This is an optimization exercise on Yosys and OpenROAD, whose aim is small area, not a production implementation.
The RTL was checked by simulation tests, not by an equivalence proof against the original design.
No activity file was given, so power comes from the tool's default toggle rates.

## JK
==> flow/design.v (excerpt) <==
module fft32_frame_loader #(
    parameter  int DW  = 34,
    parameter  int NPT = 32,
    localparam int FW  = NPT * DW
) (
    input  logic          sys_clk,
    input  logic          sys_rst_n,
    input  logic [DW-1:0] s_data,
    input  logic          s_valid,
    input  logic          s_last,
    output logic          s_ready,
    output logic [FW-1:0] m_data,
    output logic          m_valid,
    input  logic          m_ready,
    output logic          frame_err,
    output logic [15:0]   frame_cnt
);
Size: about 2,300 cells after synthesis.
==> flow/config.mk <==
export PLATFORM = sky130hd
export DESIGN_NAME = fft32_frame_loader
export DESIGN_NICKNAME = fft32_frame_loader
export VERILOG_FILES = /design/flow/design.v
export SDC_FILE = /design/flow/constraint.sdc
export NUM_CORES = 4
export LEC_CHECK = 0
export CAP_MARGIN = 20
export CORE_MARGIN = 2
export CORE_UTILIZATION = 70
export PLACE_DENSITY = 0.8
export SLEW_MARGIN = 20
==> flow/constraint.sdc <==
create_clock -name core_clock -period 5.0 [get_ports {sys_clk}]
set_input_delay 1.0000 -clock core_clock [delete_from_list [all_inputs] [get_ports {sys_clk}]]
set_output_delay 1.0000 -clock core_clock [all_outputs]
set_load 0.01 [all_outputs]
standard.sh (not shown) runs the stock make flow with config.mk's settings and CLKGATE_MAP_FILE= SYNTH_SCRIPT=/design/flow/synth_recipe.tcl, a recipe that flattens the netlist after the stock synthesis.
==> flow/flow/run.sh <==
#!/bin/bash
# Standard ORFS layout; only the port buffer cell and the CTS options differ.
set -euo pipefail
export BUFFER_PORTS_ARGS="-buffer_cell sky130_fd_sc_hd__buf_1"
export CTS_ARGS="-sink_clustering_enable -repair_clock_nets -dont_use_dummy_load -buf_list sky130_fd_sc_hd__clkbuf_8 -sink_clustering_size 24 -sink_clustering_max_diameter 50"
bash standard.sh > standard.log 2>&1
No final results exist for JK, since it was stopped by error PPL-0024 during I/O pin placement (3_2_place_iop).
Edits applied to the flow inputs when going from JK to MS:
- swapping 0.8 for 0.7 in PLACE_DENSITY
- swapping 70 for 60 in CORE_UTILIZATION
==> flow/flow/run.sh <==
#!/bin/bash
# Standard ORFS layout; only the port buffer cell and the CTS options differ.
set -euo pipefail
export BUFFER_PORTS_ARGS="-buffer_cell sky130_fd_sc_hd__buf_1"
export CTS_ARGS="-sink_clustering_enable -repair_clock_nets -dont_use_dummy_load -buf_list sky130_fd_sc_hd__clkbuf_16 -sink_clustering_size 40 -sink_clustering_max_diameter 60"
bash standard.sh > standard.log 2>&1
Notes after the runs:
MS vs. JK: synthesized area stayed essentially flat, synthesized cell count shows no meaningful change, starting density of the core fell by 10 points, x dimension of the die rose by about 8%.
MS was carried through to the last stage, and its layout satisfied the timing, design-rule and antenna checks.
Input-level comparison between AL and MS:
- a change of CORE_UTILIZATION from 60 to 40
- a change of PLACE_DENSITY from 0.7 to 0.6
==> flow/flow/run.sh <==
#!/bin/bash
# Standard ORFS layout; only the port buffer cell and the CTS options differ.
set -euo pipefail
export BUFFER_PORTS_ARGS="-buffer_cell sky130_fd_sc_hd__buf_1"
export CTS_ARGS="-sink_clustering_enable -repair_clock_nets -dont_use_dummy_load -buf_list {sky130_fd_sc_hd__clkbuf_4 sky130_fd_sc_hd__clkbuf_8 sky130_fd_sc_hd__clkbuf_16} -sink_clustering_size 25 -sink_clustering_max_diameter 100"
bash standard.sh > standard.log 2>&1
Notes after the runs:
AL did not stop at any stage, and its layout met the timing, design-rule and antenna checks.
Via count delta for AL relative to MS: 3.5% lower
The non-clock buffer count in AL was higher than what MS gave.
Compared AL vs MS, and wire length is down in AL.
Row combinational group share of total power: AL lower / MS higher
In the reports for AL and MS, the smaller clock network fraction of design power belongs to AL.
Relative to MS, share of layout cells above drive strength 1 decreased by 0.31 points in AL.
diff inputs: AL => TR
- CORE_UTILIZATION now 60, was 40
- PLACE_DENSITY now 0.7, was 0.6
==> flow/flow/run.sh <==
#!/bin/bash
# Standard ORFS layout; only the port buffer cell and the CTS options differ.
set -euo pipefail
export BUFFER_PORTS_ARGS="-buffer_cell sky130_fd_sc_hd__buf_1"
export CTS_ARGS="-sink_clustering_enable -repair_clock_nets -dont_use_dummy_load -buf_list sky130_fd_sc_hd__clkbuf_4 -sink_clustering_size 10 -sink_clustering_max_diameter 40"
bash standard.sh > standard.log 2>&1
### Flow results
Compared with AL, in TR wire length the detailed router placed on met1 shows a reduction of about 8%; design area shows a reduction of about 1.2%. Minimum clock period after layout: TR > AL. In the flow results for AL and TR, the met2 track demand over resource in global routing is smaller on AL. Overall routing resource usage in TR is 11 points above AL. Both conditions hold for TR: the flow ran to the end and the final layout passed the timing, design-rule and antenna checks. AL reports its worst setup path startpoint as wr_idx_r[0] while TR reports two_r. s_ready as the timing endpoint of the critical path was reported by TR, and fill_r[280] by AL.
diff inputs: TR => PW
- PLACE_DENSITY changed from 0.7 to 0.85
==> flow/flow/run.sh <==
#!/bin/bash
# Standard ORFS layout; only the port buffer cell and the CTS options differ.
set -euo pipefail
export BUFFER_PORTS_ARGS="-buffer_cell sky130_fd_sc_hd__buf_1"
export CTS_ARGS="-sink_clustering_enable -repair_clock_nets -dont_use_dummy_load -buf_list sky130_fd_sc_hd__clkbuf_8 -sink_clustering_size 22 -sink_clustering_max_diameter 60"
bash standard.sh > standard.log 2>&1
==> comparison <==
- On routed wire length: PW sits below TR.
- Of PW and TR, the higher area added between synthesis and finish belongs to TR.
- Capture point of the worst path: fill_r[278] -> PW, s_ready -> TR
- On number of buffers on the longest clock path, the higher figure sits with TR, not PW.
- TR → PW: instance count on the critical path moved up, final critical delay including setup and external delays has decreased, least setup slack across all paths after layout grew by 0.25 ns.
- Taking PW as 1.0, TR lands at 1.07 on net switching power figure.
- Non-clock buffer count, PW and TR: smaller value in PW
- Comparing PW and TR, the lower total design power is on PW.
- [diff] count of vias placed by the detailed router, PW relative to TR: improvement

-- what the ideal ports hide --
The flow's constraints put no driver on any port. The routed layouts listed below were extracted and timed again, unchanged, in two steps. Step 1 sets driving cells, clkbuf_16 on the clock port and buf_2 on the other inputs (assumed; they add their load-dependent delay and slew). Step 2 times the ports against the registers' clock, not the clock port: input delays grow and output delays shrink by t, the midpoint of the rising clock arrivals with the driver on. Slacks: ideal / step 1 / step 2; pairs: ideal / step 1.
| run | t, ns | setup slack, ns | pins driven straight from the clock port |
|---|---|---|---|
| MS | 0.772 | 2.152 / 2.075 / 1.929 | 1 |
| AL | 0.754 | 2.138 / 2.138 / 1.851 | 1 |
| TR | 1.167 | 1.827 / 1.752 / 1.369 | 1 |
| PW | 0.827 | 2.080 / 2.065 / 1.824 | 1 |
After both steps every run listed still meets setup and hold. The setup slack of TR, which loses most, moves by -0.075 ns with the drivers and by -0.458 ns with both steps.
